Background: an optimization exercise with open tools, aiming at small area and a short achievable clock period. Do not read the settings as production practice.
Function was not checked in any run shown here: the RTL went through the layout flow alone.
No activity file was given, so power comes from the tool's default toggle rates.

==> flow/design.v (outline; a module is shown in full before it is edited, if it fits) <==
// module g_aoi21: 3 lines
// module g_inv: 3 lines
// module g_mux2: 3 lines
// module g_nand2: 3 lines
// module g_nor2: 3 lines
// module g_oai21: 3 lines
// module g_xnor2: 3 lines
// module g_xor2: 3 lines
// module doubling_adder_top: 2128 lines
module doubling_adder_top (
  input  logic                  clk,
  input  logic                  arst_n,
  input  logic                  in_valid,
  input  logic [64-1:0] a,
  input  logic [64-1:0] b,
  input  logic                  cin,
  output logic [64:0]   sum,
  output logic                  out_valid
);
  // ...
==> flow/flow/run.sh <==
#!/bin/bash
# Layout flow: the standard flow (standard.sh, unchanged synthesis) with the
# port buffers of buffer_ports set to the smallest buffer, which repair_timing
# then sizes up where timing needs it. Every port still gets its own buffer.
set -euo pipefail
bash standard.sh finish BUFFER_PORTS_ARGS="-buffer_cell sky130_fd_sc_hd__buf_1" > standard_flow.log 2>&1
==> flow/standard.sh <==
#!/bin/bash
# synth_recipe.tcl (not shown) runs the flow's synth.tcl, then flattens the netlist and writes it again
# the make line also repeats each setting of config.mk as NAME=value (left out here)
make -C /OpenROAD-flow-scripts/flow DESIGN_CONFIG=/design/flow/config.mk WORK_HOME=/design/flow/orfs CLKGATE_MAP_FILE= SYNTH_SCRIPT=/design/flow/synth_recipe.tcl "${@:-finish}"
==> flow/config.mk <==
export PLATFORM = sky130hd
export DESIGN_NAME = doubling_adder_top
export DESIGN_NICKNAME = doubling_adder_top
export VERILOG_FILES = /design/flow/design.v
export SDC_FILE = /design/flow/constraint.sdc
export NUM_CORES = 4
export LEC_CHECK = 0
export CAP_MARGIN = 20
export CORE_MARGIN = 2
export CORE_UTILIZATION = 50
export HOLD_SLACK_MARGIN = 0.05
export SETUP_SLACK_MARGIN = 1.6
export SLEW_MARGIN = 20
export SYNTH_HIERARCHICAL = 1
export SYNTH_MINIMUM_KEEP_SIZE = 0
==> flow/constraint.sdc <==
create_clock -name core_clock -period 3.2 [get_ports {clk}]
set_input_delay 0.6400 -clock core_clock [delete_from_list [all_inputs] [get_ports {clk}]]
set_output_delay 0.6400 -clock core_clock [all_outputs]
set_load 0.01 [all_outputs]
==> results.py, run 1 <==
metrics = {
    "cts": {
        "ctsHtreeMaxLevel": 4,
        "ctsRootBufferMaster": "clkbuf_16",
        "cts.path.max_buffers": 2,
        "cts_sinks": 138,
    },
    "final_layout": {
        "signal_buffers": 236,
        "nMultiInputCombCells": 876,
        "finalNonFillerCells": 1577,
        "buf_share_pct": 11.1,
        "drive_gt1_share_pct": 22.8,
        "diodes": 0,
    },
    "drt": {
        "drtIter0Drc": 317,
        "postRouteAntennaNets": 0,
        "via_per_inst": 4.75,
        "wl_met1_um": 9600,
    },
    "power_and_ir_drop": {
        "p_int_mw": 4.63,
        "p_seq_mw": 2.46,
        "powerDensity_nw_per_um2": 597,
        "peakVddDrop_v": 0.000442,
        "power.leakage_nw": 5.07,
    },
    "timing": {
        "setup_tns_ps": 0,
        "grt_setup_unrepaired": "yes",
        "finalCritPeriodShare_pct": 50.2,
    },
    "critical_path": {
        "crit_path_end_kind": "primary output",
        "crit_required_ps": 2560,
        "cp.arrival_ps": 970,
        "path_max_fanout": 2,
        "r2r_slack_ps": 1690,
        "crit_chain": "buf_6",
        "cp-start-kind": "register",
    },
    "synthesis": {
        "yosysMostFrequentCell": "nor2_1",
        "yosysTopAreaCell": "dfrtp_1",
        "synth-xor-area-share_pct": 17.2,
        "synth_compound_area_share_pct": 15.2,
    },
    "global_routing": {
        "use_met1_pct": 27.9,
    },
    "placement": {
        "placed_area_um2": 9960,
    },
    "floorplan": {
        "start_util_pct": 51.1,
    },
    "run_status": {
        "outcome": "timing/DRC/antenna clean",
    },
}
==> inputs of run 2 (changes only) <==
--- a/flow/design.v
+++ b/flow/design.v
@@ -35,28 +35,31 @@
     case (grp)
       2'b11:    kgp_resolve = 1'b1;
       2'b00:    kgp_resolve = 1'b0;
       default:  kgp_resolve = carry_in;
     endcase
   endfunction
 endpackage
 `timescale 1ns/1ps
+module g_ao22 (input logic a1, input logic a2, input logic b1, input logic b2, output logic y);
+  assign y = (a1 & a2) | (b1 & b2);
+endmodule
 module g_aoi21 (input logic a1, input logic a2, input logic b1, output logic y);
   assign y = ~((a1 & a2) | b1);
 endmodule
 module g_inv (input logic a, output logic y);
   assign y = ~a;
 endmodule
-module g_mux2 (input logic s, input logic a1, input logic a0, output logic y);
-  assign y = s ? a1 : a0;
-endmodule
 module g_nand2 (input logic a, input logic b, output logic y);
   assign y = ~(a & b);
 endmodule
+module g_nand2b (input logic an, input logic b, output logic y);
+  assign y = an | ~b;
+endmodule
 module g_nor2 (input logic a, input logic b, output logic y);
   assign y = ~(a | b);
 endmodule
 module g_oai21 (input logic a1, input logic a2, input logic b1, output logic y);
   assign y = ~((a1 | a2) & b1);
 endmodule
 module g_xnor2 (input logic a, input logic b, output logic y);
   assign y = ~(a ^ b);
@@ -988,51 +991,16 @@
   logic n904;
   logic n905;
   logic n906;
   logic n907;
   logic n908;
   logic n909;
   logic n910;
   logic n911;
-  logic n912;
-  logic n913;
-  logic n914;
-  logic n915;
-  logic n916;
-  logic n917;
-  logic n918;
-  logic n919;
-  logic n920;
-  logic n921;
-  logic n922;
-  logic n923;
-  logic n924;
-  logic n925;
-  logic n926;
-  logic n927;
-  logic n928;
-  logic n929;
-  logic n930;
-  logic n931;
-  logic n932;
-  logic n933;
-  logic n934;
-  logic n935;
-  logic n936;
-  logic n937;
-  logic n938;
-  logic n939;
-  logic n940;
-  logic n941;
-  logic n942;
-  logic n943;
-  logic n944;
-  logic n945;
-  logic n946;
   g_xor2 u1 (.a(a[0]), .b(b[0]), .y(n1));
   g_inv u2 (.a(cin), .y(n2));
   g_nor2 u3 (.a(a[0]), .b(b[0]), .y(n3));
   g_nand2 u4 (.a(a[0]), .b(b[0]), .y(n4));
   g_oai21 u5 (.a1(n3), .a2(n2), .b1(n4), .y(n5));
   g_xor2 u6 (.a(a[1]), .b(b[1]), .y(n6));
   g_nand2 u7 (.a(a[1]), .b(b[1]), .y(n7));
   g_nor2 u8 (.a(a[1]), .b(b[1]), .y(n8));
@@ -1768,289 +1736,254 @@
   g_inv u666 (.a(g_q[0]), .y(n666));
   g_nand2 u667 (.a(s_q[17]), .b(s_q[16]), .y(n667));
   g_nand2 u668 (.a(s_q[19]), .b(s_q[18]), .y(n668));
   g_nand2 u669 (.a(s_q[21]), .b(s_q[20]), .y(n669));
   g_nand2 u670 (.a(s_q[23]), .b(s_q[22]), .y(n670));
   g_nand2 u671 (.a(s_q[25]), .b(s_q[24]), .y(n671));
   g_nand2 u672 (.a(s_q[27]), .b(s_q[26]), .y(n672));
   g_nand2 u673 (.a(s_q[29]), .b(s_q[28]), .y(n673));
-  g_inv u674 (.a(n667), .y(n674));
-  g_nand2 u675 (.a(s_q[18]), .b(n674), .y(n675));
-  g_nor2 u676 (.a(n668), .b(n667), .y(n676));
-  g_inv u677 (.a(n669), .y(n677));
-  g_nand2 u678 (.a(s_q[22]), .b(n677), .y(n678));
-  g_nor2 u679 (.a(n670), .b(n669), .y(n679));
-  g_inv u680 (.a(n671), .y(n680));
-  g_nand2 u681 (.a(s_q[26]), .b(n680), .y(n681));
-  g_nor2 u682 (.a(n672), .b(n671), .y(n682));
-  g_inv u683 (.a(n673), .y(n683));
-  g_nand2 u684 (.a(s_q[30]), .b(n683), .y(n684));
-  g_nand2 u685 (.a(s_q[20]), .b(n676), .y(n685));
-  g_inv u686 (.a(n676), .y(n686));
-  g_nor2 u687 (.a(n669), .b(n686), .y(n687));
-  g_inv u688 (.a(n676), .y(n688));
-  g_nor2 u689 (.a(n678), .b(n688), .y(n689));
-  g_nand2 u690 (.a(n679), .b(n676), .y(n690));
-  g_nand2 u691 (.a(s_q[28]), .b(n682), .y(n691));
-  g_inv u692 (.a(n682), .y(n692));
-  g_nor2 u693 (.a(n673), .b(n692), .y(n693));
-  g_inv u694 (.a(n682), .y(n694));
-  g_nor2 u695 (.a(n684), .b(n694), .y(n695));
-  g_inv u696 (.a(n690), .y(n696));
-  g_nand2 u697 (.a(s_q[24]), .b(n696), .y(n697));
-  g_nor2 u698 (.a(n671), .b(n690), .y(n698));
-  g_nor2 u699 (.a(n681), .b(n690), .y(n699));
-  g_inv u700 (.a(n690), .y(n700));
-  g_nand2 u701 (.a(n682), .b(n700), .y(n701));
-  g_nor2 u702 (.a(n691), .b(n690), .y(n702));
-  g_inv u703 (.a(n690), .y(n703));
-  g_nand2 u704 (.a(n693), .b(n703), .y(n704));
-  g_inv u705 (.a(n690), .y(n705));
-  g_nand2 u706 (.a(n695), .b(n705), .y(n706));
-  g_xor2 u707 (.a(s_q[16]), .b(g_q[0]), .y(n707));
-  g_nand2 u708 (.a(g_q[0]), .b(s_q[16]), .y(n708));
-  g_xnor2 u709 (.a(s_q[17]), .b(n708), .y(n709));
-  g_nor2 u710 (.a(n666), .b(n667), .y(n710));
-  g_xor2 u711 (.a(s_q[18]), .b(n710), .y(n711));
-  g_nor2 u712 (.a(n666), .b(n675), .y(n712));
-  g_xor2 u713 (.a(s_q[19]), .b(n712), .y(n713));
-  g_nand2 u714 (.a(g_q[0]), .b(n676), .y(n714));
-  g_xnor2 u715 (.a(s_q[20]), .b(n714), .y(n715));
-  g_nor2 u716 (.a(n666), .b(n685), .y(n716));
-  g_xor2 u717 (.a(s_q[21]), .b(n716), .y(n717));
-  g_nand2 u718 (.a(g_q[0]), .b(n687), .y(n718));
-  g_xnor2 u719 (.a(s_q[22]), .b(n718), .y(n719));
-  g_nand2 u720 (.a(g_q[0]), .b(n689), .y(n720));
-  g_xnor2 u721 (.a(s_q[23]), .b(n720), .y(n721));
-  g_nor2 u722 (.a(n666), .b(n690), .y(n722));
-  g_xor2 u723 (.a(s_q[24]), .b(n722), .y(n723));
-  g_nor2 u724 (.a(n666), .b(n697), .y(n724));
-  g_xor2 u725 (.a(s_q[25]), .b(n724), .y(n725));
-  g_nand2 u726 (.a(g_q[0]), .b(n698), .y(n726));
-  g_xnor2 u727 (.a(s_q[26]), .b(n726), .y(n727));
-  g_nand2 u728 (.a(g_q[0]), .b(n699), .y(n728));
-  g_xnor2 u729 (.a(s_q[27]), .b(n728), .y(n729));
-  g_nor2 u730 (.a(n666), .b(n701), .y(n730));
-  g_xor2 u731 (.a(s_q[28]), .b(n730), .y(n731));
-  g_nand2 u732 (.a(g_q[0]), .b(n702), .y(n732));
-  g_xnor2 u733 (.a(s_q[29]), .b(n732), .y(n733));
-  g_nor2 u734 (.a(n666), .b(n704), .y(n734));
-  g_xor2 u735 (.a(s_q[30]), .b(n734), .y(n735));
-  g_nor2 u736 (.a(n666), .b(n706), .y(n736));
-  g_xor2 u737 (.a(s_q[31]), .b(n736), .y(n737));
-  g_inv u738 (.a(n660), .y(n738));
-  g_nand2 u739 (.a(s_q[33]), .b(s_q[32]), .y(n739));
-  g_nand2 u740 (.a(s_q[35]), .b(s_q[34]), .y(n740));
-  g_nand2 u741 (.a(s_q[37]), .b(s_q[36]), .y(n741));
-  g_nand2 u742 (.a(s_q[39]), .b(s_q[38]), .y(n742));
-  g_nand2 u743 (.a(s_q[41]), .b(s_q[40]), .y(n743));
-  g_nand2 u744 (.a(s_q[43]), .b(s_q[42]), .y(n744));
-  g_nand2 u745 (.a(s_q[45]), .b(s_q[44]), .y(n745));
-  g_inv u746 (.a(n739), .y(n746));
-  g_nand2 u747 (.a(s_q[34]), .b(n746), .y(n747));
-  g_nor2 u748 (.a(n740), .b(n739), .y(n748));
-  g_inv u749 (.a(n741), .y(n749));
-  g_nand2 u750 (.a(s_q[38]), .b(n749), .y(n750));
-  g_nor2 u751 (.a(n742), .b(n741), .y(n751));
-  g_inv u752 (.a(n743), .y(n752));
-  g_nand2 u753 (.a(s_q[42]), .b(n752), .y(n753));
-  g_nor2 u754 (.a(n744), .b(n743), .y(n754));
-  g_inv u755 (.a(n745), .y(n755));
-  g_nand2 u756 (.a(s_q[46]), .b(n755), .y(n756));
-  g_nand2 u757 (.a(s_q[36]), .b(n748), .y(n757));
-  g_inv u758 (.a(n748), .y(n758));
-  g_nor2 u759 (.a(n741), .b(n758), .y(n759));
-  g_inv u760 (.a(n748), .y(n760));
-  g_nor2 u761 (.a(n750), .b(n760), .y(n761));
-  g_nand2 u762 (.a(n751), .b(n748), .y(n762));
-  g_nand2 u763 (.a(s_q[44]), .b(n754), .y(n763));
-  g_inv u764 (.a(n754), .y(n764));
-  g_nor2 u765 (.a(n745), .b(n764), .y(n765));
-  g_inv u766 (.a(n754), .y(n766));
-  g_nor2 u767 (.a(n756), .b(n766), .y(n767));
-  g_inv u768 (.a(n762), .y(n768));
-  g_nand2 u769 (.a(s_q[40]), .b(n768), .y(n769));
-  g_nor2 u770 (.a(n743), .b(n762), .y(n770));
-  g_nor2 u771 (.a(n753), .b(n762), .y(n771));
-  g_inv u772 (.a(n762), .y(n772));
-  g_nand2 u773 (.a(n754), .b(n772), .y(n773));
-  g_nor2 u774 (.a(n763), .b(n762), .y(n774));
-  g_inv u775 (.a(n762), .y(n775));
-  g_nand2 u776 (.a(n765), .b(n775), .y(n776));
-  g_inv u777 (.a(n762), .y(n777));
-  g_nand2 u778 (.a(n767), .b(n777), .y(n778));
-  g_xnor2 u779 (.a(s_q[32]), .b(n660), .y(n779));
-  g_nand2 u780 (.a(n738), .b(s_q[32]), .y(n780));
-  g_xnor2 u781 (.a(s_q[33]), .b(n780), .y(n781));
-  g_nor2 u782 (.a(n660), .b(n739), .y(n782));
-  g_xor2 u783 (.a(s_q[34]), .b(n782), .y(n783));
-  g_nor2 u784 (.a(n660), .b(n747), .y(n784));
-  g_xor2 u785 (.a(s_q[35]), .b(n784), .y(n785));
-  g_nand2 u786 (.a(n738), .b(n748), .y(n786));
-  g_xnor2 u787 (.a(s_q[36]), .b(n786), .y(n787));
-  g_nor2 u788 (.a(n660), .b(n757), .y(n788));
-  g_xor2 u789 (.a(s_q[37]), .b(n788), .y(n789));
-  g_nand2 u790 (.a(n738), .b(n759), .y(n790));
-  g_xnor2 u791 (.a(s_q[38]), .b(n790), .y(n791));
-  g_nand2 u792 (.a(n738), .b(n761), .y(n792));
-  g_xnor2 u793 (.a(s_q[39]), .b(n792), .y(n793));
-  g_nor2 u794 (.a(n660), .b(n762), .y(n794));
-  g_xor2 u795 (.a(s_q[40]), .b(n794), .y(n795));
-  g_nor2 u796 (.a(n660), .b(n769), .y(n796));
-  g_xor2 u797 (.a(s_q[41]), .b(n796), .y(n797));
-  g_nand2 u798 (.a(n738), .b(n770), .y(n798));
-  g_xnor2 u799 (.a(s_q[42]), .b(n798), .y(n799));
-  g_nand2 u800 (.a(n738), .b(n771), .y(n800));
-  g_xnor2 u801 (.a(s_q[43]), .b(n800), .y(n801));
-  g_nor2 u802 (.a(n660), .b(n773), .y(n802));
-  g_xor2 u803 (.a(s_q[44]), .b(n802), .y(n803));
-  g_nand2 u804 (.a(n738), .b(n774), .y(n804));
-  g_xnor2 u805 (.a(s_q[45]), .b(n804), .y(n805));
-  g_nor2 u806 (.a(n660), .b(n776), .y(n806));
-  g_xor2 u807 (.a(s_q[46]), .b(n806), .y(n807));
-  g_nor2 u808 (.a(n660), .b(n778), .y(n808));
-  g_xor2 u809 (.a(s_q[47]), .b(n808), .y(n809));
-  g_inv u810 (.a(n663), .y(n810));
-  g_nand2 u811 (.a(s_q[49]), .b(s_q[48]), .y(n811));
-  g_nand2 u812 (.a(s_q[51]), .b(s_q[50]), .y(n812));
-  g_nand2 u813 (.a(s_q[53]), .b(s_q[52]), .y(n813));
-  g_nand2 u814 (.a(s_q[55]), .b(s_q[54]), .y(n814));
-  g_nand2 u815 (.a(s_q[57]), .b(s_q[56]), .y(n815));
-  g_nand2 u816 (.a(s_q[59]), .b(s_q[58]), .y(n816));
-  g_nand2 u817 (.a(s_q[61]), .b(s_q[60]), .y(n817));
-  g_inv u818 (.a(n811), .y(n818));
-  g_nand2 u819 (.a(s_q[50]), .b(n818), .y(n819));
-  g_nor2 u820 (.a(n812), .b(n811), .y(n820));
-  g_inv u821 (.a(n813), .y(n821));
-  g_nand2 u822 (.a(s_q[54]), .b(n821), .y(n822));
-  g_nor2 u823 (.a(n814), .b(n813), .y(n823));
-  g_inv u824 (.a(n815), .y(n824));
-  g_nand2 u825 (.a(s_q[58]), .b(n824), .y(n825));
-  g_nor2 u826 (.a(n816), .b(n815), .y(n826));
-  g_inv u827 (.a(n817), .y(n827));
-  g_nand2 u828 (.a(s_q[62]), .b(n827), .y(n828));
-  g_nand2 u829 (.a(s_q[52]), .b(n820), .y(n829));
-  g_inv u830 (.a(n820), .y(n830));
-  g_nor2 u831 (.a(n813), .b(n830), .y(n831));
-  g_inv u832 (.a(n820), .y(n832));
-  g_nor2 u833 (.a(n822), .b(n832), .y(n833));
-  g_nand2 u834 (.a(n823), .b(n820), .y(n834));
-  g_nand2 u835 (.a(s_q[60]), .b(n826), .y(n835));
-  g_inv u836 (.a(n826), .y(n836));
-  g_nor2 u837 (.a(n817), .b(n836), .y(n837));
-  g_inv u838 (.a(n826), .y(n838));
-  g_nor2 u839 (.a(n828), .b(n838), .y(n839));
-  g_inv u840 (.a(n834), .y(n840));
-  g_nand2 u841 (.a(s_q[56]), .b(n840), .y(n841));
-  g_nor2 u842 (.a(n815), .b(n834), .y(n842));
-  g_nor2 u843 (.a(n825), .b(n834), .y(n843));
-  g_inv u844 (.a(n834), .y(n844));
-  g_nand2 u845 (.a(n826), .b(n844), .y(n845));
-  g_nor2 u846 (.a(n835), .b(n834), .y(n846));
-  g_inv u847 (.a(n834), .y(n847));
-  g_nand2 u848 (.a(n837), .b(n847), .y(n848));
-  g_inv u849 (.a(n834), .y(n849));
-  g_nand2 u850 (.a(n839), .b(n849), .y(n850));
-  g_xor2 u851 (.a(s_q[48]), .b(n663), .y(n851));
-  g_nand2 u852 (.a(n663), .b(s_q[48]), .y(n852));
-  g_xnor2 u853 (.a(s_q[49]), .b(n852), .y(n853));
-  g_nor2 u854 (.a(n810), .b(n811), .y(n854));
-  g_xor2 u855 (.a(s_q[50]), .b(n854), .y(n855));
-  g_nor2 u856 (.a(n810), .b(n819), .y(n856));
-  g_xor2 u857 (.a(s_q[51]), .b(n856), .y(n857));
-  g_nand2 u858 (.a(n663), .b(n820), .y(n858));
-  g_xnor2 u859 (.a(s_q[52]), .b(n858), .y(n859));
-  g_nor2 u860 (.a(n810), .b(n829), .y(n860));
-  g_xor2 u861 (.a(s_q[53]), .b(n860), .y(n861));
-  g_nand2 u862 (.a(n663), .b(n831), .y(n862));
-  g_xnor2 u863 (.a(s_q[54]), .b(n862), .y(n863));
-  g_nand2 u864 (.a(n663), .b(n833), .y(n864));
-  g_xnor2 u865 (.a(s_q[55]), .b(n864), .y(n865));
-  g_nor2 u866 (.a(n810), .b(n834), .y(n866));
-  g_xor2 u867 (.a(s_q[56]), .b(n866), .y(n867));
-  g_nor2 u868 (.a(n810), .b(n841), .y(n868));
-  g_xor2 u869 (.a(s_q[57]), .b(n868), .y(n869));
-  g_nand2 u870 (.a(n663), .b(n842), .y(n870));
-  g_xnor2 u871 (.a(s_q[58]), .b(n870), .y(n871));
-  g_nand2 u872 (.a(n663), .b(n843), .y(n872));
-  g_xnor2 u873 (.a(s_q[59]), .b(n872), .y(n873));
-  g_nor2 u874 (.a(n810), .b(n845), .y(n874));
-  g_xor2 u875 (.a(s_q[60]), .b(n874), .y(n875));
-  g_nand2 u876 (.a(n663), .b(n846), .y(n876));
-  g_xnor2 u877 (.a(s_q[61]), .b(n876), .y(n877));
-  g_nor2 u878 (.a(n810), .b(n848), .y(n878));
-  g_xor2 u879 (.a(s_q[62]), .b(n878), .y(n879));
-  g_nor2 u880 (.a(n810), .b(n850), .y(n880));
-  g_xor2 u881 (.a(s_q[63]), .b(n880), .y(n881));
-  g_mux2 u882 (.s(valid_q), .a1(sum_d[0]), .a0(sum[0]), .y(n882));
-  g_mux2 u883 (.s(valid_q), .a1(sum_d[1]), .a0(sum[1]), .y(n883));
-  g_mux2 u884 (.s(valid_q), .a1(sum_d[2]), .a0(sum[2]), .y(n884));
-  g_mux2 u885 (.s(valid_q), .a1(sum_d[3]), .a0(sum[3]), .y(n885));
-  g_mux2 u886 (.s(valid_q), .a1(sum_d[4]), .a0(sum[4]), .y(n886));
-  g_mux2 u887 (.s(valid_q), .a1(sum_d[5]), .a0(sum[5]), .y(n887));
-  g_mux2 u888 (.s(valid_q), .a1(sum_d[6]), .a0(sum[6]), .y(n888));
-  g_mux2 u889 (.s(valid_q), .a1(sum_d[7]), .a0(sum[7]), .y(n889));
-  g_mux2 u890 (.s(valid_q), .a1(sum_d[8]), .a0(sum[8]), .y(n890));
-  g_mux2 u891 (.s(valid_q), .a1(sum_d[9]), .a0(sum[9]), .y(n891));
-  g_mux2 u892 (.s(valid_q), .a1(sum_d[10]), .a0(sum[10]), .y(n892));
-  g_mux2 u893 (.s(valid_q), .a1(sum_d[11]), .a0(sum[11]), .y(n893));
-  g_mux2 u894 (.s(valid_q), .a1(sum_d[12]), .a0(sum[12]), .y(n894));
-  g_mux2 u895 (.s(valid_q), .a1(sum_d[13]), .a0(sum[13]), .y(n895));
-  g_mux2 u896 (.s(valid_q), .a1(sum_d[14]), .a0(sum[14]), .y(n896));
-  g_mux2 u897 (.s(valid_q), .a1(sum_d[15]), .a0(sum[15]), .y(n897));
-  g_mux2 u898 (.s(valid_q), .a1(sum_d[16]), .a0(sum[16]), .y(n898));
-  g_mux2 u899 (.s(valid_q), .a1(sum_d[17]), .a0(sum[17]), .y(n899));
-  g_mux2 u900 (.s(valid_q), .a1(sum_d[18]), .a0(sum[18]), .y(n900));
-  g_mux2 u901 (.s(valid_q), .a1(sum_d[19]), .a0(sum[19]), .y(n901));
-  g_mux2 u902 (.s(valid_q), .a1(sum_d[20]), .a0(sum[20]), .y(n902));
-  g_mux2 u903 (.s(valid_q), .a1(sum_d[21]), .a0(sum[21]), .y(n903));
-  g_mux2 u904 (.s(valid_q), .a1(sum_d[22]), .a0(sum[22]), .y(n904));
-  g_mux2 u905 (.s(valid_q), .a1(sum_d[23]), .a0(sum[23]), .y(n905));
-  g_mux2 u906 (.s(valid_q), .a1(sum_d[24]), .a0(sum[24]), .y(n906));
-  g_mux2 u907 (.s(valid_q), .a1(sum_d[25]), .a0(sum[25]), .y(n907));
-  g_mux2 u908 (.s(valid_q), .a1(sum_d[26]), .a0(sum[26]), .y(n908));
-  g_mux2 u909 (.s(valid_q), .a1(sum_d[27]), .a0(sum[27]), .y(n909));
-  g_mux2 u910 (.s(valid_q), .a1(sum_d[28]), .a0(sum[28]), .y(n910));
-  g_mux2 u911 (.s(valid_q), .a1(sum_d[29]), .a0(sum[29]), .y(n911));
-  g_mux2 u912 (.s(valid_q), .a1(sum_d[30]), .a0(sum[30]), .y(n912));
-  g_mux2 u913 (.s(valid_q), .a1(sum_d[31]), .a0(sum[31]), .y(n913));
-  g_mux2 u914 (.s(valid_q), .a1(sum_d[32]), .a0(sum[32]), .y(n914));
-  g_mux2 u915 (.s(valid_q), .a1(sum_d[33]), .a0(sum[33]), .y(n915));
-  g_mux2 u916 (.s(valid_q), .a1(sum_d[34]), .a0(sum[34]), .y(n916));
-  g_mux2 u917 (.s(valid_q), .a1(sum_d[35]), .a0(sum[35]), .y(n917));
-  g_mux2 u918 (.s(valid_q), .a1(sum_d[36]), .a0(sum[36]), .y(n918));
-  g_mux2 u919 (.s(valid_q), .a1(sum_d[37]), .a0(sum[37]), .y(n919));
-  g_mux2 u920 (.s(valid_q), .a1(sum_d[38]), .a0(sum[38]), .y(n920));
-  g_mux2 u921 (.s(valid_q), .a1(sum_d[39]), .a0(sum[39]), .y(n921));
-  g_mux2 u922 (.s(valid_q), .a1(sum_d[40]), .a0(sum[40]), .y(n922));
-  g_mux2 u923 (.s(valid_q), .a1(sum_d[41]), .a0(sum[41]), .y(n923));
-  g_mux2 u924 (.s(valid_q), .a1(sum_d[42]), .a0(sum[42]), .y(n924));
-  g_mux2 u925 (.s(valid_q), .a1(sum_d[43]), .a0(sum[43]), .y(n925));
-  g_mux2 u926 (.s(valid_q), .a1(sum_d[44]), .a0(sum[44]), .y(n926));
-  g_mux2 u927 (.s(valid_q), .a1(sum_d[45]), .a0(sum[45]), .y(n927));
-  g_mux2 u928 (.s(valid_q), .a1(sum_d[46]), .a0(sum[46]), .y(n928));
-  g_mux2 u929 (.s(valid_q), .a1(sum_d[47]), .a0(sum[47]), .y(n929));
-  g_mux2 u930 (.s(valid_q), .a1(sum_d[48]), .a0(sum[48]), .y(n930));
-  g_mux2 u931 (.s(valid_q), .a1(sum_d[49]), .a0(sum[49]), .y(n931));
-  g_mux2 u932 (.s(valid_q), .a1(sum_d[50]), .a0(sum[50]), .y(n932));
-  g_mux2 u933 (.s(valid_q), .a1(sum_d[51]), .a0(sum[51]), .y(n933));
-  g_mux2 u934 (.s(valid_q), .a1(sum_d[52]), .a0(sum[52]), .y(n934));
-  g_mux2 u935 (.s(valid_q), .a1(sum_d[53]), .a0(sum[53]), .y(n935));
-  g_mux2 u936 (.s(valid_q), .a1(sum_d[54]), .a0(sum[54]), .y(n936));
-  g_mux2 u937 (.s(valid_q), .a1(sum_d[55]), .a0(sum[55]), .y(n937));
-  g_mux2 u938 (.s(valid_q), .a1(sum_d[56]), .a0(sum[56]), .y(n938));
-  g_mux2 u939 (.s(valid_q), .a1(sum_d[57]), .a0(sum[57]), .y(n939));
-  g_mux2 u940 (.s(valid_q), .a1(sum_d[58]), .a0(sum[58]), .y(n940));
-  g_mux2 u941 (.s(valid_q), .a1(sum_d[59]), .a0(sum[59]), .y(n941));
-  g_mux2 u942 (.s(valid_q), .a1(sum_d[60]), .a0(sum[60]), .y(n942));
-  g_mux2 u943 (.s(valid_q), .a1(sum_d[61]), .a0(sum[61]), .y(n943));
-  g_mux2 u944 (.s(valid_q), .a1(sum_d[62]), .a0(sum[62]), .y(n944));
-  g_mux2 u945 (.s(valid_q), .a1(sum_d[63]), .a0(sum[63]), .y(n945));
-  g_mux2 u946 (.s(valid_q), .a1(sum_d[64]), .a0(sum[64]), .y(n946));
+  g_nand2b u674 (.an(n667), .b(s_q[18]), .y(n674));
+  g_nor2 u675 (.a(n668), .b(n667), .y(n675));
+  g_nand2b u676 (.an(n669), .b(s_q[22]), .y(n676));
+  g_nor2 u677 (.a(n670), .b(n669), .y(n677));
+  g_nand2b u678 (.an(n671), .b(s_q[26]), .y(n678));
+  g_nor2 u679 (.a(n672), .b(n671), .y(n679));
+  g_nand2b u680 (.an(n673), .b(s_q[30]), .y(n680));
+  g_nand2 u681 (.a(s_q[20]), .b(n675), .y(n681));
+  g_nand2b u682 (.an(n669), .b(n675), .y(n682));
+  g_nand2b u683 (.an(n676), .b(n675), .y(n683));
+  g_nand2 u684 (.a(n677), .b(n675), .y(n684));
+  g_nand2 u685 (.a(s_q[28]), .b(n679), .y(n685));
+  g_nand2b u686 (.an(n673), .b(n679), .y(n686));
+  g_nand2b u687 (.an(n680), .b(n679), .y(n687));
+  g_nand2b u688 (.an(n684), .b(s_q[24]), .y(n688));
+  g_nor2 u689 (.a(n671), .b(n684), .y(n689));
+  g_nor2 u690 (.a(n678), .b(n684), .y(n690));
+  g_nand2b u691 (.an(n684), .b(n679), .y(n691));
+  g_nor2 u692 (.a(n685), .b(n684), .y(n692));
+  g_nor2 u693 (.a(n686), .b(n684), .y(n693));
+  g_nor2 u694 (.a(n687), .b(n684), .y(n694));
+  g_xor2 u695 (.a(s_q[16]), .b(g_q[0]), .y(n695));
+  g_nand2 u696 (.a(g_q[0]), .b(s_q[16]), .y(n696));
+  g_xnor2 u697 (.a(s_q[17]), .b(n696), .y(n697));
+  g_nor2 u698 (.a(n666), .b(n667), .y(n698));
+  g_xor2 u699 (.a(s_q[18]), .b(n698), .y(n699));
+  g_nor2 u700 (.a(n666), .b(n674), .y(n700));
+  g_xor2 u701 (.a(s_q[19]), .b(n700), .y(n701));
+  g_nand2 u702 (.a(g_q[0]), .b(n675), .y(n702));
+  g_xnor2 u703 (.a(s_q[20]), .b(n702), .y(n703));
+  g_nor2 u704 (.a(n666), .b(n681), .y(n704));
+  g_xor2 u705 (.a(s_q[21]), .b(n704), .y(n705));
+  g_nor2 u706 (.a(n666), .b(n682), .y(n706));
+  g_xor2 u707 (.a(s_q[22]), .b(n706), .y(n707));
+  g_nor2 u708 (.a(n666), .b(n683), .y(n708));
+  g_xor2 u709 (.a(s_q[23]), .b(n708), .y(n709));
+  g_nor2 u710 (.a(n666), .b(n684), .y(n710));
+  g_xor2 u711 (.a(s_q[24]), .b(n710), .y(n711));
+  g_nor2 u712 (.a(n666), .b(n688), .y(n712));
+  g_xor2 u713 (.a(s_q[25]), .b(n712), .y(n713));
+  g_nand2 u714 (.a(g_q[0]), .b(n689), .y(n714));
+  g_xnor2 u715 (.a(s_q[26]), .b(n714), .y(n715));
+  g_nand2 u716 (.a(g_q[0]), .b(n690), .y(n716));
+  g_xnor2 u717 (.a(s_q[27]), .b(n716), .y(n717));
+  g_nor2 u718 (.a(n666), .b(n691), .y(n718));
+  g_xor2 u719 (.a(s_q[28]), .b(n718), .y(n719));
+  g_nand2 u720 (.a(g_q[0]), .b(n692), .y(n720));
+  g_xnor2 u721 (.a(s_q[29]), .b(n720), .y(n721));
+  g_nand2 u722 (.a(g_q[0]), .b(n693), .y(n722));
+  g_xnor2 u723 (.a(s_q[30]), .b(n722), .y(n723));
+  g_nand2 u724 (.a(g_q[0]), .b(n694), .y(n724));
+  g_xnor2 u725 (.a(s_q[31]), .b(n724), .y(n725));
+  g_inv u726 (.a(n660), .y(n726));
+  g_nand2 u727 (.a(s_q[33]), .b(s_q[32]), .y(n727));
+  g_nand2 u728 (.a(s_q[35]), .b(s_q[34]), .y(n728));
+  g_nand2 u729 (.a(s_q[37]), .b(s_q[36]), .y(n729));
+  g_nand2 u730 (.a(s_q[39]), .b(s_q[38]), .y(n730));
+  g_nand2 u731 (.a(s_q[41]), .b(s_q[40]), .y(n731));
+  g_nand2 u732 (.a(s_q[43]), .b(s_q[42]), .y(n732));
+  g_nand2 u733 (.a(s_q[45]), .b(s_q[44]), .y(n733));
+  g_nand2b u734 (.an(n727), .b(s_q[34]), .y(n734));
+  g_nor2 u735 (.a(n728), .b(n727), .y(n735));
+  g_nand2b u736 (.an(n729), .b(s_q[38]), .y(n736));
+  g_nor2 u737 (.a(n730), .b(n729), .y(n737));
+  g_nand2b u738 (.an(n731), .b(s_q[42]), .y(n738));
+  g_nor2 u739 (.a(n732), .b(n731), .y(n739));
+  g_nand2b u740 (.an(n733), .b(s_q[46]), .y(n740));
+  g_nand2 u741 (.a(s_q[36]), .b(n735), .y(n741));
+  g_nand2b u742 (.an(n729), .b(n735), .y(n742));
+  g_nand2b u743 (.an(n736), .b(n735), .y(n743));
+  g_nand2 u744 (.a(n737), .b(n735), .y(n744));
+  g_nand2 u745 (.a(s_q[44]), .b(n739), .y(n745));
+  g_nand2b u746 (.an(n733), .b(n739), .y(n746));
+  g_nand2b u747 (.an(n740), .b(n739), .y(n747));
+  g_nand2b u748 (.an(n744), .b(s_q[40]), .y(n748));
+  g_nor2 u749 (.a(n731), .b(n744), .y(n749));
+  g_nor2 u750 (.a(n738), .b(n744), .y(n750));
+  g_nand2b u751 (.an(n744), .b(n739), .y(n751));
+  g_nor2 u752 (.a(n745), .b(n744), .y(n752));
+  g_nor2 u753 (.a(n746), .b(n744), .y(n753));
+  g_nor2 u754 (.a(n747), .b(n744), .y(n754));
+  g_xnor2 u755 (.a(s_q[32]), .b(n660), .y(n755));
+  g_nand2 u756 (.a(n726), .b(s_q[32]), .y(n756));
+  g_xnor2 u757 (.a(s_q[33]), .b(n756), .y(n757));
+  g_nor2 u758 (.a(n660), .b(n727), .y(n758));
+  g_xor2 u759 (.a(s_q[34]), .b(n758), .y(n759));
+  g_nor2 u760 (.a(n660), .b(n734), .y(n760));
+  g_xor2 u761 (.a(s_q[35]), .b(n760), .y(n761));
+  g_nand2 u762 (.a(n726), .b(n735), .y(n762));
+  g_xnor2 u763 (.a(s_q[36]), .b(n762), .y(n763));
+  g_nor2 u764 (.a(n660), .b(n741), .y(n764));
+  g_xor2 u765 (.a(s_q[37]), .b(n764), .y(n765));
+  g_nor2 u766 (.a(n660), .b(n742), .y(n766));
+  g_xor2 u767 (.a(s_q[38]), .b(n766), .y(n767));
+  g_nor2 u768 (.a(n660), .b(n743), .y(n768));
+  g_xor2 u769 (.a(s_q[39]), .b(n768), .y(n769));
+  g_nor2 u770 (.a(n660), .b(n744), .y(n770));
+  g_xor2 u771 (.a(s_q[40]), .b(n770), .y(n771));
+  g_nor2 u772 (.a(n660), .b(n748), .y(n772));
+  g_xor2 u773 (.a(s_q[41]), .b(n772), .y(n773));
+  g_nand2 u774 (.a(n726), .b(n749), .y(n774));
+  g_xnor2 u775 (.a(s_q[42]), .b(n774), .y(n775));
+  g_nand2 u776 (.a(n726), .b(n750), .y(n776));
+  g_xnor2 u777 (.a(s_q[43]), .b(n776), .y(n777));
+  g_nor2 u778 (.a(n660), .b(n751), .y(n778));
+  g_xor2 u779 (.a(s_q[44]), .b(n778), .y(n779));
+  g_nand2 u780 (.a(n726), .b(n752), .y(n780));
+  g_xnor2 u781 (.a(s_q[45]), .b(n780), .y(n781));
+  g_nand2 u782 (.a(n726), .b(n753), .y(n782));
+  g_xnor2 u783 (.a(s_q[46]), .b(n782), .y(n783));
+  g_nand2 u784 (.a(n726), .b(n754), .y(n784));
+  g_xnor2 u785 (.a(s_q[47]), .b(n784), .y(n785));
+  g_inv u786 (.a(n663), .y(n786));
+  g_nand2 u787 (.a(s_q[49]), .b(s_q[48]), .y(n787));
+  g_nand2 u788 (.a(s_q[51]), .b(s_q[50]), .y(n788));
+  g_nand2 u789 (.a(s_q[53]), .b(s_q[52]), .y(n789));
+  g_nand2 u790 (.a(s_q[55]), .b(s_q[54]), .y(n790));
+  g_nand2 u791 (.a(s_q[57]), .b(s_q[56]), .y(n791));
+  g_nand2 u792 (.a(s_q[59]), .b(s_q[58]), .y(n792));
+  g_nand2 u793 (.a(s_q[61]), .b(s_q[60]), .y(n793));
+  g_nand2b u794 (.an(n787), .b(s_q[50]), .y(n794));
+  g_nor2 u795 (.a(n788), .b(n787), .y(n795));
+  g_nand2b u796 (.an(n789), .b(s_q[54]), .y(n796));
+  g_nor2 u797 (.a(n790), .b(n789), .y(n797));
+  g_nand2b u798 (.an(n791), .b(s_q[58]), .y(n798));
+  g_nor2 u799 (.a(n792), .b(n791), .y(n799));
+  g_nand2b u800 (.an(n793), .b(s_q[62]), .y(n800));
+  g_nand2 u801 (.a(s_q[52]), .b(n795), .y(n801));
+  g_nand2b u802 (.an(n789), .b(n795), .y(n802));
+  g_nand2b u803 (.an(n796), .b(n795), .y(n803));
+  g_nand2 u804 (.a(n797), .b(n795), .y(n804));
+  g_nand2 u805 (.a(s_q[60]), .b(n799), .y(n805));
+  g_nand2b u806 (.an(n793), .b(n799), .y(n806));
+  g_nand2b u807 (.an(n800), .b(n799), .y(n807));
+  g_nand2b u808 (.an(n804), .b(s_q[56]), .y(n808));
+  g_nor2 u809 (.a(n791), .b(n804), .y(n809));
+  g_nor2 u810 (.a(n798), .b(n804), .y(n810));
+  g_nand2b u811 (.an(n804), .b(n799), .y(n811));
+  g_nor2 u812 (.a(n805), .b(n804), .y(n812));
+  g_nor2 u813 (.a(n806), .b(n804), .y(n813));
+  g_nor2 u814 (.a(n807), .b(n804), .y(n814));
+  g_xor2 u815 (.a(s_q[48]), .b(n663), .y(n815));
+  g_nand2 u816 (.a(n663), .b(s_q[48]), .y(n816));
+  g_xnor2 u817 (.a(s_q[49]), .b(n816), .y(n817));
+  g_nor2 u818 (.a(n786), .b(n787), .y(n818));
+  g_xor2 u819 (.a(s_q[50]), .b(n818), .y(n819));
+  g_nor2 u820 (.a(n786), .b(n794), .y(n820));
+  g_xor2 u821 (.a(s_q[51]), .b(n820), .y(n821));
+  g_nand2 u822 (.a(n663), .b(n795), .y(n822));
+  g_xnor2 u823 (.a(s_q[52]), .b(n822), .y(n823));
+  g_nor2 u824 (.a(n786), .b(n801), .y(n824));
+  g_xor2 u825 (.a(s_q[53]), .b(n824), .y(n825));
+  g_nor2 u826 (.a(n786), .b(n802), .y(n826));
+  g_xor2 u827 (.a(s_q[54]), .b(n826), .y(n827));
+  g_nor2 u828 (.a(n786), .b(n803), .y(n828));
+  g_xor2 u829 (.a(s_q[55]), .b(n828), .y(n829));
+  g_nor2 u830 (.a(n786), .b(n804), .y(n830));
+  g_xor2 u831 (.a(s_q[56]), .b(n830), .y(n831));
+  g_nor2 u832 (.a(n786), .b(n808), .y(n832));
+  g_xor2 u833 (.a(s_q[57]), .b(n832), .y(n833));
+  g_nand2 u834 (.a(n663), .b(n809), .y(n834));
+  g_xnor2 u835 (.a(s_q[58]), .b(n834), .y(n835));
+  g_nand2 u836 (.a(n663), .b(n810), .y(n836));
+  g_xnor2 u837 (.a(s_q[59]), .b(n836), .y(n837));
+  g_nor2 u838 (.a(n786), .b(n811), .y(n838));
+  g_xor2 u839 (.a(s_q[60]), .b(n838), .y(n839));
+  g_nand2 u840 (.a(n663), .b(n812), .y(n840));
+  g_xnor2 u841 (.a(s_q[61]), .b(n840), .y(n841));
+  g_nand2 u842 (.a(n663), .b(n813), .y(n842));
+  g_xnor2 u843 (.a(s_q[62]), .b(n842), .y(n843));
+  g_nand2 u844 (.a(n663), .b(n814), .y(n844));
+  g_xnor2 u845 (.a(s_q[63]), .b(n844), .y(n845));
+  g_inv u846 (.a(valid_q), .y(n846));
+  g_ao22 u847 (.a1(valid_q), .a2(sum_d[0]), .b1(n846), .b2(sum[0]), .y(n847));
+  g_ao22 u848 (.a1(valid_q), .a2(sum_d[1]), .b1(n846), .b2(sum[1]), .y(n848));
+  g_ao22 u849 (.a1(valid_q), .a2(sum_d[2]), .b1(n846), .b2(sum[2]), .y(n849));
+  g_ao22 u850 (.a1(valid_q), .a2(sum_d[3]), .b1(n846), .b2(sum[3]), .y(n850));
+  g_ao22 u851 (.a1(valid_q), .a2(sum_d[4]), .b1(n846), .b2(sum[4]), .y(n851));
+  g_ao22 u852 (.a1(valid_q), .a2(sum_d[5]), .b1(n846), .b2(sum[5]), .y(n852));
+  g_ao22 u853 (.a1(valid_q), .a2(sum_d[6]), .b1(n846), .b2(sum[6]), .y(n853));
+  g_ao22 u854 (.a1(valid_q), .a2(sum_d[7]), .b1(n846), .b2(sum[7]), .y(n854));
+  g_ao22 u855 (.a1(valid_q), .a2(sum_d[8]), .b1(n846), .b2(sum[8]), .y(n855));
+  g_ao22 u856 (.a1(valid_q), .a2(sum_d[9]), .b1(n846), .b2(sum[9]), .y(n856));
+  g_ao22 u857 (.a1(valid_q), .a2(sum_d[10]), .b1(n846), .b2(sum[10]), .y(n857));
+  g_ao22 u858 (.a1(valid_q), .a2(sum_d[11]), .b1(n846), .b2(sum[11]), .y(n858));
+  g_ao22 u859 (.a1(valid_q), .a2(sum_d[12]), .b1(n846), .b2(sum[12]), .y(n859));
+  g_ao22 u860 (.a1(valid_q), .a2(sum_d[13]), .b1(n846), .b2(sum[13]), .y(n860));
+  g_ao22 u861 (.a1(valid_q), .a2(sum_d[14]), .b1(n846), .b2(sum[14]), .y(n861));
+  g_ao22 u862 (.a1(valid_q), .a2(sum_d[15]), .b1(n846), .b2(sum[15]), .y(n862));
+  g_ao22 u863 (.a1(valid_q), .a2(sum_d[16]), .b1(n846), .b2(sum[16]), .y(n863));
+  g_ao22 u864 (.a1(valid_q), .a2(sum_d[17]), .b1(n846), .b2(sum[17]), .y(n864));
+  g_ao22 u865 (.a1(valid_q), .a2(sum_d[18]), .b1(n846), .b2(sum[18]), .y(n865));
+  g_ao22 u866 (.a1(valid_q), .a2(sum_d[19]), .b1(n846), .b2(sum[19]), .y(n866));
+  g_ao22 u867 (.a1(valid_q), .a2(sum_d[20]), .b1(n846), .b2(sum[20]), .y(n867));
+  g_ao22 u868 (.a1(valid_q), .a2(sum_d[21]), .b1(n846), .b2(sum[21]), .y(n868));
+  g_ao22 u869 (.a1(valid_q), .a2(sum_d[22]), .b1(n846), .b2(sum[22]), .y(n869));
+  g_ao22 u870 (.a1(valid_q), .a2(sum_d[23]), .b1(n846), .b2(sum[23]), .y(n870));
+  g_ao22 u871 (.a1(valid_q), .a2(sum_d[24]), .b1(n846), .b2(sum[24]), .y(n871));
+  g_ao22 u872 (.a1(valid_q), .a2(sum_d[25]), .b1(n846), .b2(sum[25]), .y(n872));
+  g_ao22 u873 (.a1(valid_q), .a2(sum_d[26]), .b1(n846), .b2(sum[26]), .y(n873));
+  g_ao22 u874 (.a1(valid_q), .a2(sum_d[27]), .b1(n846), .b2(sum[27]), .y(n874));
+  g_ao22 u875 (.a1(valid_q), .a2(sum_d[28]), .b1(n846), .b2(sum[28]), .y(n875));
+  g_ao22 u876 (.a1(valid_q), .a2(sum_d[29]), .b1(n846), .b2(sum[29]), .y(n876));
+  g_ao22 u877 (.a1(valid_q), .a2(sum_d[30]), .b1(n846), .b2(sum[30]), .y(n877));
+  g_ao22 u878 (.a1(valid_q), .a2(sum_d[31]), .b1(n846), .b2(sum[31]), .y(n878));
+  g_ao22 u879 (.a1(valid_q), .a2(sum_d[32]), .b1(n846), .b2(sum[32]), .y(n879));
+  g_ao22 u880 (.a1(valid_q), .a2(sum_d[33]), .b1(n846), .b2(sum[33]), .y(n880));
+  g_ao22 u881 (.a1(valid_q), .a2(sum_d[34]), .b1(n846), .b2(sum[34]), .y(n881));
+  g_ao22 u882 (.a1(valid_q), .a2(sum_d[35]), .b1(n846), .b2(sum[35]), .y(n882));
+  g_ao22 u883 (.a1(valid_q), .a2(sum_d[36]), .b1(n846), .b2(sum[36]), .y(n883));
+  g_ao22 u884 (.a1(valid_q), .a2(sum_d[37]), .b1(n846), .b2(sum[37]), .y(n884));
+  g_ao22 u885 (.a1(valid_q), .a2(sum_d[38]), .b1(n846), .b2(sum[38]), .y(n885));
+  g_ao22 u886 (.a1(valid_q), .a2(sum_d[39]), .b1(n846), .b2(sum[39]), .y(n886));
+  g_ao22 u887 (.a1(valid_q), .a2(sum_d[40]), .b1(n846), .b2(sum[40]), .y(n887));
+  g_ao22 u888 (.a1(valid_q), .a2(sum_d[41]), .b1(n846), .b2(sum[41]), .y(n888));
+  g_ao22 u889 (.a1(valid_q), .a2(sum_d[42]), .b1(n846), .b2(sum[42]), .y(n889));
+  g_ao22 u890 (.a1(valid_q), .a2(sum_d[43]), .b1(n846), .b2(sum[43]), .y(n890));
+  g_ao22 u891 (.a1(valid_q), .a2(sum_d[44]), .b1(n846), .b2(sum[44]), .y(n891));
+  g_ao22 u892 (.a1(valid_q), .a2(sum_d[45]), .b1(n846), .b2(sum[45]), .y(n892));
+  g_ao22 u893 (.a1(valid_q), .a2(sum_d[46]), .b1(n846), .b2(sum[46]), .y(n893));
+  g_ao22 u894 (.a1(valid_q), .a2(sum_d[47]), .b1(n846), .b2(sum[47]), .y(n894));
+  g_ao22 u895 (.a1(valid_q), .a2(sum_d[48]), .b1(n846), .b2(sum[48]), .y(n895));
+  g_ao22 u896 (.a1(valid_q), .a2(sum_d[49]), .b1(n846), .b2(sum[49]), .y(n896));
+  g_ao22 u897 (.a1(valid_q), .a2(sum_d[50]), .b1(n846), .b2(sum[50]), .y(n897));
+  g_ao22 u898 (.a1(valid_q), .a2(sum_d[51]), .b1(n846), .b2(sum[51]), .y(n898));
+  g_ao22 u899 (.a1(valid_q), .a2(sum_d[52]), .b1(n846), .b2(sum[52]), .y(n899));
+  g_ao22 u900 (.a1(valid_q), .a2(sum_d[53]), .b1(n846), .b2(sum[53]), .y(n900));
+  g_ao22 u901 (.a1(valid_q), .a2(sum_d[54]), .b1(n846), .b2(sum[54]), .y(n901));
+  g_ao22 u902 (.a1(valid_q), .a2(sum_d[55]), .b1(n846), .b2(sum[55]), .y(n902));
+  g_ao22 u903 (.a1(valid_q), .a2(sum_d[56]), .b1(n846), .b2(sum[56]), .y(n903));
+  g_ao22 u904 (.a1(valid_q), .a2(sum_d[57]), .b1(n846), .b2(sum[57]), .y(n904));
+  g_ao22 u905 (.a1(valid_q), .a2(sum_d[58]), .b1(n846), .b2(sum[58]), .y(n905));
+  g_ao22 u906 (.a1(valid_q), .a2(sum_d[59]), .b1(n846), .b2(sum[59]), .y(n906));
+  g_ao22 u907 (.a1(valid_q), .a2(sum_d[60]), .b1(n846), .b2(sum[60]), .y(n907));
+  g_ao22 u908 (.a1(valid_q), .a2(sum_d[61]), .b1(n846), .b2(sum[61]), .y(n908));
+  g_ao22 u909 (.a1(valid_q), .a2(sum_d[62]), .b1(n846), .b2(sum[62]), .y(n909));
+  g_ao22 u910 (.a1(valid_q), .a2(sum_d[63]), .b1(n846), .b2(sum[63]), .y(n910));
+  g_ao22 u911 (.a1(valid_q), .a2(sum_d[64]), .b1(n846), .b2(sum[64]), .y(n911));
   always_ff @(posedge clk) begin
     s_q <= s_d;
     g_q <= g_d;
     p_q <= p_d;
   end
   assign sum_d[64] = n665;
   assign sum_d[0] = s_q[0];
   assign sum_d[1] = s_q[1];
@@ -2063,129 +1996,129 @@
   assign sum_d[8] = s_q[8];
   assign sum_d[9] = s_q[9];
   assign sum_d[10] = s_q[10];
   assign sum_d[11] = s_q[11];
   assign sum_d[12] = s_q[12];
   assign sum_d[13] = s_q[13];
   assign sum_d[14] = s_q[14];
   assign sum_d[15] = s_q[15];
-  assign sum_d[16] = n707;
-  assign sum_d[17] = n709;
-  assign sum_d[18] = n711;
-  assign sum_d[19] = n713;
-  assign sum_d[20] = n715;
-  assign sum_d[21] = n717;
-  assign sum_d[22] = n719;
-  assign sum_d[23] = n721;
-  assign sum_d[24] = n723;
-  assign sum_d[25] = n725;
-  assign sum_d[26] = n727;
-  assign sum_d[27] = n729;
-  assign sum_d[28] = n731;
-  assign sum_d[29] = n733;
-  assign sum_d[30] = n735;
-  assign sum_d[31] = n737;
-  assign sum_d[32] = n779;
-  assign sum_d[33] = n781;
-  assign sum_d[34] = n783;
-  assign sum_d[35] = n785;
-  assign sum_d[36] = n787;
-  assign sum_d[37] = n789;
-  assign sum_d[38] = n791;
-  assign sum_d[39] = n793;
-  assign sum_d[40] = n795;
-  assign sum_d[41] = n797;
-  assign sum_d[42] = n799;
-  assign sum_d[43] = n801;
-  assign sum_d[44] = n803;
-  assign sum_d[45] = n805;
-  assign sum_d[46] = n807;
-  assign sum_d[47] = n809;
-  assign sum_d[48] = n851;
-  assign sum_d[49] = n853;
-  assign sum_d[50] = n855;
-  assign sum_d[51] = n857;
-  assign sum_d[52] = n859;
-  assign sum_d[53] = n861;
-  assign sum_d[54] = n863;
-  assign sum_d[55] = n865;
-  assign sum_d[56] = n867;
-  assign sum_d[57] = n869;
-  assign sum_d[58] = n871;
-  assign sum_d[59] = n873;
-  assign sum_d[60] = n875;
-  assign sum_d[61] = n877;
-  assign sum_d[62] = n879;
-  assign sum_d[63] = n881;
-  assign sum_n[0] = n882;
-  assign sum_n[1] = n883;
-  assign sum_n[2] = n884;
-  assign sum_n[3] = n885;
-  assign sum_n[4] = n886;
-  assign sum_n[5] = n887;
-  assign sum_n[6] = n888;
-  assign sum_n[7] = n889;
-  assign sum_n[8] = n890;
-  assign sum_n[9] = n891;
-  assign sum_n[10] = n892;
-  assign sum_n[11] = n893;
-  assign sum_n[12] = n894;
-  assign sum_n[13] = n895;
-  assign sum_n[14] = n896;
-  assign sum_n[15] = n897;
-  assign sum_n[16] = n898;
-  assign sum_n[17] = n899;
-  assign sum_n[18] = n900;
-  assign sum_n[19] = n901;
-  assign sum_n[20] = n902;
-  assign sum_n[21] = n903;
-  assign sum_n[22] = n904;
-  assign sum_n[23] = n905;
-  assign sum_n[24] = n906;
-  assign sum_n[25] = n907;
-  assign sum_n[26] = n908;
-  assign sum_n[27] = n909;
-  assign sum_n[28] = n910;
-  assign sum_n[29] = n911;
-  assign sum_n[30] = n912;
-  assign sum_n[31] = n913;
-  assign sum_n[32] = n914;
-  assign sum_n[33] = n915;
-  assign sum_n[34] = n916;
-  assign sum_n[35] = n917;
-  assign sum_n[36] = n918;
-  assign sum_n[37] = n919;
-  assign sum_n[38] = n920;
-  assign sum_n[39] = n921;
-  assign sum_n[40] = n922;
-  assign sum_n[41] = n923;
-  assign sum_n[42] = n924;
-  assign sum_n[43] = n925;
-  assign sum_n[44] = n926;
-  assign sum_n[45] = n927;
-  assign sum_n[46] = n928;
-  assign sum_n[47] = n929;
-  assign sum_n[48] = n930;
-  assign sum_n[49] = n931;
-  assign sum_n[50] = n932;
-  assign sum_n[51] = n933;
-  assign sum_n[52] = n934;
-  assign sum_n[53] = n935;
-  assign sum_n[54] = n936;
-  assign sum_n[55] = n937;
-  assign sum_n[56] = n938;
-  assign sum_n[57] = n939;
-  assign sum_n[58] = n940;
-  assign sum_n[59] = n941;
-  assign sum_n[60] = n942;
-  assign sum_n[61] = n943;
-  assign sum_n[62] = n944;
-  assign sum_n[63] = n945;
-  assign sum_n[64] = n946;
+  assign sum_d[16] = n695;
+  assign sum_d[17] = n697;
+  assign sum_d[18] = n699;
+  assign sum_d[19] = n701;
+  assign sum_d[20] = n703;
+  assign sum_d[21] = n705;
+  assign sum_d[22] = n707;
+  assign sum_d[23] = n709;
+  assign sum_d[24] = n711;
+  assign sum_d[25] = n713;
+  assign sum_d[26] = n715;
+  assign sum_d[27] = n717;
+  assign sum_d[28] = n719;
+  assign sum_d[29] = n721;
+  assign sum_d[30] = n723;
+  assign sum_d[31] = n725;
+  assign sum_d[32] = n755;
+  assign sum_d[33] = n757;
+  assign sum_d[34] = n759;
+  assign sum_d[35] = n761;
+  assign sum_d[36] = n763;
+  assign sum_d[37] = n765;
+  assign sum_d[38] = n767;
+  assign sum_d[39] = n769;
+  assign sum_d[40] = n771;
+  assign sum_d[41] = n773;
+  assign sum_d[42] = n775;
+  assign sum_d[43] = n777;
+  assign sum_d[44] = n779;
+  assign sum_d[45] = n781;
+  assign sum_d[46] = n783;
+  assign sum_d[47] = n785;
+  assign sum_d[48] = n815;
+  assign sum_d[49] = n817;
+  assign sum_d[50] = n819;
+  assign sum_d[51] = n821;
+  assign sum_d[52] = n823;
+  assign sum_d[53] = n825;
+  assign sum_d[54] = n827;
+  assign sum_d[55] = n829;
+  assign sum_d[56] = n831;
+  assign sum_d[57] = n833;
+  assign sum_d[58] = n835;
+  assign sum_d[59] = n837;
+  assign sum_d[60] = n839;
+  assign sum_d[61] = n841;
+  assign sum_d[62] = n843;
+  assign sum_d[63] = n845;
+  assign sum_n[0] = n847;
+  assign sum_n[1] = n848;
+  assign sum_n[2] = n849;
+  assign sum_n[3] = n850;
+  assign sum_n[4] = n851;
+  assign sum_n[5] = n852;
+  assign sum_n[6] = n853;
+  assign sum_n[7] = n854;
+  assign sum_n[8] = n855;
+  assign sum_n[9] = n856;
+  assign sum_n[10] = n857;
+  assign sum_n[11] = n858;
+  assign sum_n[12] = n859;
+  assign sum_n[13] = n860;
+  assign sum_n[14] = n861;
+  assign sum_n[15] = n862;
+  assign sum_n[16] = n863;
+  assign sum_n[17] = n864;
+  assign sum_n[18] = n865;
+  assign sum_n[19] = n866;
+  assign sum_n[20] = n867;
+  assign sum_n[21] = n868;
+  assign sum_n[22] = n869;
+  assign sum_n[23] = n870;
+  assign sum_n[24] = n871;
+  assign sum_n[25] = n872;
+  assign sum_n[26] = n873;
+  assign sum_n[27] = n874;
+  assign sum_n[28] = n875;
+  assign sum_n[29] = n876;
+  assign sum_n[30] = n877;
+  assign sum_n[31] = n878;
+  assign sum_n[32] = n879;
+  assign sum_n[33] = n880;
+  assign sum_n[34] = n881;
+  assign sum_n[35] = n882;
+  assign sum_n[36] = n883;
+  assign sum_n[37] = n884;
+  assign sum_n[38] = n885;
+  assign sum_n[39] = n886;
+  assign sum_n[40] = n887;
+  assign sum_n[41] = n888;
+  assign sum_n[42] = n889;
+  assign sum_n[43] = n890;
+  assign sum_n[44] = n891;
+  assign sum_n[45] = n892;
+  assign sum_n[46] = n893;
+  assign sum_n[47] = n894;
+  assign sum_n[48] = n895;
+  assign sum_n[49] = n896;
+  assign sum_n[50] = n897;
+  assign sum_n[51] = n898;
+  assign sum_n[52] = n899;
+  assign sum_n[53] = n900;
+  assign sum_n[54] = n901;
+  assign sum_n[55] = n902;
+  assign sum_n[56] = n903;
+  assign sum_n[57] = n904;
+  assign sum_n[58] = n905;
+  assign sum_n[59] = n906;
+  assign sum_n[60] = n907;
+  assign sum_n[61] = n908;
+  assign sum_n[62] = n909;
+  assign sum_n[63] = n910;
+  assign sum_n[64] = n911;
   always_ff @(posedge clk or negedge arst_n) begin
     if (!arst_n) begin
       valid_q   <= 1'b0;
       out_valid <= 1'b0;
       sum       <= '0;
     end else begin
       valid_q   <= in_valid;
       out_valid <= valid_q;
==> flow/flow/run.sh (replaced) <==
#!/bin/bash
# Layout flow: the standard flow (standard.sh, unchanged synthesis) with
#  - the port buffers of buffer_ports set to the smallest buffer, which
#    repair_timing then sizes up where timing needs it (every port still gets
#    its own buffer);
#  - clock tree synthesis with larger sink clusters, mid-size clock buffers and
#    no dummy loads.
set -euo pipefail
bash standard.sh finish BUFFER_PORTS_ARGS="-buffer_cell sky130_fd_sc_hd__buf_1" \
  CTS_ARGS="-sink_clustering_enable -repair_clock_nets -dont_use_dummy_load -sink_clustering_size 24 -buf_list sky130_fd_sc_hd__clkbuf_8" \
  > standard_flow.log 2>&1
==> results.py, run 2 <==
metrics = {
    "critical_path": {
        "crit_path_end_kind": "primary output",
        "path_max_fanout": 2,
        "r2r-start": "g_q[0]",
        "r2r_slack_ps": 1660,
        "worst_path_max_delay_cell": "dfrtp_1",
        "path_class": "reg2out",
        "critPathTopFamily": "flip-flops",
        "cp-start-kind": "register",
        "crit_required_ps": 2560,
        "crit_buf_inv": 1,
        "r2r_end": "sum[53]",
        "cp.arrival_ps": 1000,
        "max_stage_delay_ps": 420,
        "rr_worst_depth": 8,
        "crit_chain": "buf_2",
    },
    "floorplan": {
        "ios": 198,
        "coreArea_um2": 16500,
        "die_h_um": 133,
        "start_util_pct": 50.8,
        "die_w_um": 133,
        "die_area_um2": 17800,
        "placement_rows": 47,
    },
    "placement": {
        "dp_hpwl_um": 15900,
        "io_buffers": 197,
        "globalplace.congestion": 0.901,
        "placed_area_um2": 9480,
    },
    "synthesis": {
        "yosys_register_bits": 138,
        "synth_fp_nets": 1181,
        "avgSynthCellArea_um2": 7.98,
        "yosys-top-cells-area": "dfrtp_1 (20%), dfxtp_1 (17%), xor2_1 (12%), nor2_1 (10%), a21oi_2 (9.4%)",
        "synth-main-ff-cell": "dfxtp_1",
        "synth_edf_count": 0,
        "netlist_area_um2": 8370,
        "syn_inst": 1049,
        "ys_top_cells_by_count": "nor2_1 (230), nand2_1 (178), xor2_1 (112)",
        "yosysMostFrequentCell": "nor2_1",
        "yosysWarnings": 7,
        "yosys.area.top_type_share_pct": 20.0,
        "yosysTopAreaCell": "dfrtp_1",
        "seq_area_frac_synth_pct": 37.0,
        "async_flop_share_pct": 48.6,
        "synth_cell_types": 11,
    },
    "global_routing": {
        "antenna_found_initial": 0,
        "grt_pass1_wl_um": 33000,
        "grtUsageTotal_pct": 22.9,
        "overflow": 0,
        "grt_max_degree": 67,
        "grt_pass1_vias": 7103,
    },
    "power_and_ir_drop": {
        "p_int_mw": 3.50,
        "sw_frac_of_total_pct": 33.1,
        "powerDensity_nw_per_um2": 500,
        "p_clk_share_pct": 19.2,
        "power_frac_comb_pct": 36.1,
        "total_power_mw": 5.23,
        "peakVddDrop_v": 0.000231,
        "power_frac_seq_pct": 44.8,
        "p_sw_mw": 1.73,
        "power.leakage_nw": 4.55,
    },
    "timing": {
        "grt_setup_unrepaired": "yes",
        "setup_tns_ps": 0,
        "fin_hold_ws_ps": 237,
        "finalSetupViolations": 0,
        "fmax_mhz": 611,
        "worstMarginPinSlew_ps": 716,
        "slew_headroom_pct": 52.2,
        "finalCritPeriodShare_pct": 51.1,
        "slew_violations": 0,
        "finClkSkew_ps": 18.1,
        "hold_viol_final": 0,
        "fin_crit_ps": 1640,
    },
    "final_layout": {
        "reg.largest.list": "sum (65), s_q (64), g_q (4)",
        "areaGrowthSynthToFinish_pct": 24.9,
        "largest_register_ffs": 65,
        "final_cell_mix": "nor2_1 (226), nand2_1 (174), buf_1 (131), xor2_1 (112), o21ai_1 (102)",
        "regMostFlops": "sum",
        "diodes": 0,
        "multi_input_area_um2": 5250,
        "drive_gt1_share_pct": 19.6,
        "fillCellCount": 1523,
        "layout_commonest_cell": "nor2_1",
        "seqCellArea_um2": 3100,
        "final_area_um2": 10500,
        "final_net_count": 1464,
    },
    "flow_run": {
        "maxCapViolCount": 0,
    },
    "cts": {
        "cts_buffers": 17,
        "ctsRootBufferMaster": "clkbuf_8",
        "cts_sinks": 138,
        "cts_tree": "yes",
        "postCtsHoldBufs": 0,
        "ctsHtreeMaxLevel": 4,
        "clkSlewWorstSetupHoldPaths_ps": 70,
        "cts.path.max_buffers": 2,
        "clock_latency_ps": 430,
    },
    "drt": {
        "wl_met1_um": 9700,
        "routed.top_layer": "met4",
        "via_per_inst": 4.98,
        "drtIter0Drc": 416,
        "vias": 7713,
        "wirelength_um": 20600,
        "avgRoutedWirePerCell_um": 13.3,
        "firstDrtPassIters": 5,
        "postRouteAntennaNets": 0,
        "drc": 0,
        "met3_length_um": 969,
        "route.met2.wl_um": 9570,
    },
    "run_status": {
        "outcome": "timing/DRC/antenna clean",
    },
    "worst_hold_path": {
        "hp-class": "in2async",
    },
}
## run 2: cell count changes after synthesis, sizes merged
cell,change
a22o,+65
inv,-35
mux2,-65
nand2,-24
nand2b,+30
nor2,-6
## run 2: logic make-up after synthesis
group / Yosys count / synth area share (%)
xor+xnor: 173 / 18.1
simple gates: 438 / 20.5
compound gates: 265 / 22.8
buf+inv: 35 / 1.57
flops: 138 / 37.0
## run 2: area by class of cell
type	instances	area share, %
multi-input combinational	876	50.2
sequential	138	29.7
timing repair buffer	262	13.8
tap	220	2.63
clock buffer	17	2.24
inverter	35	1.32
timing repair inverter	2	0.120
## run 2: what timing repair did
item / 4_1_cts / 5_1_grt
setup endpoints to repair: 120 / 114
setup buffers: 24 / 37
gates cloned: 1 / 1
pin swaps: 2 / 3
resized for setup: 63 / 43
## run 2: power by group through the flow
stage | Combinational (mW) | Clock (mW) | Sequential [mW]
after floorplan | 0.967 | 0 | 2.41
after global placement | 1.51 | 0 | 2.37
after detailed placement | 1.53 | 0 | 2.37
after CTS | 1.71 | 1.04 | 2.34
after global routing | 2.08 | 1.12 | 2.38
final | 1.89 | 1.00 | 2.34
## run 2: how the worst max path moves through the flow
stage,startpoint,end,slack [ps],depth (start not counted)
finish,sum[45],sum[45],1560,1
global route,sum[44],sum[44],1530,1
CTS,sum[45],sum[45],1520,1
detailed placement,g_q[0],sum[56],910,7
global placement,g_q[0],sum[56],960,7
floorplan,valid_q,sum[0],1220,2
## run 2: layer usage
metal / vias to the layer above / global-route usage, %
met5: - / 0
met4: 0 / 7.51
met3: 21 / 4.19
met2: 179 / 37.6
met1: 3446 / 30.7
li1: 4067 / -
## run 2: modules after synthesis, one instance, submodules excluded
module,times used,flops+latches,area (um^2),cells inside
doubling_adder_top,1,138,3100,138
g_ao22,65,0,8.76,1
g_aoi21,90,0,8.76,1
g_xnor2,61,0,8.76,1
g_xor2,112,0,8.76,1
g_nand2b,30,0,6.26,1
g_oai21,110,0,5.00,1
g_inv,35,0,3.75,1
g_nand2,178,0,3.75,1
g_nor2,230,0,3.75,1
## run 2: per-stage QoR
step / utilization (%) / cells / worst slack [ps]
6_report: 63.5 / 1550 / 1560
5_1_grt: 63.5 / 1550 / 1530
4_1_cts: 61.1 / 1512 / 1520
3_5_place_dp: 57.6 / 1470 / 912
3_3_place_gp: 57.6 / 1470 / 964
2_1_floorplan: - / 1049 / 1220

-- port drivers added, routing unchanged --
How much do the figures lean on ideal ports? The routed layouts below were timed once more, with nothing changed but the port constraints.
Step 1, drivers: a clkbuf_16 drives clk and a buf_2 each remaining input, both assumed.
Step 2 adds t to the input delays and takes it off the output delays; t is the mean of the earliest and latest rising clock arrival at the registers after step 1. Input paths then give back, and output paths get back, about the clock's delay inside the block.
Slacks: no drivers / after step 1 / after step 2; pairs: no drivers / after step 1.
| run | t, ns | setup WS [ns] | worst setup path at the end | worst register clock-pin slew, ns | cell pins on the clock port's net |
|---|---|---|---|---|---|
| run 1 | 0.452 | 1.594 / 1.552 / 1.231 | input to register | 0.06 / 0.06 | 1 |
| run 2 | 0.457 | 1.564 / 1.529 / 1.234 | input to register | 0.07 / 0.07 | 1 |
After both steps setup and hold are still met in every run listed. For run 1, which loses most, drivers alone change the setup slack by -0.042 ns; drivers and shift together by -0.363 ns.
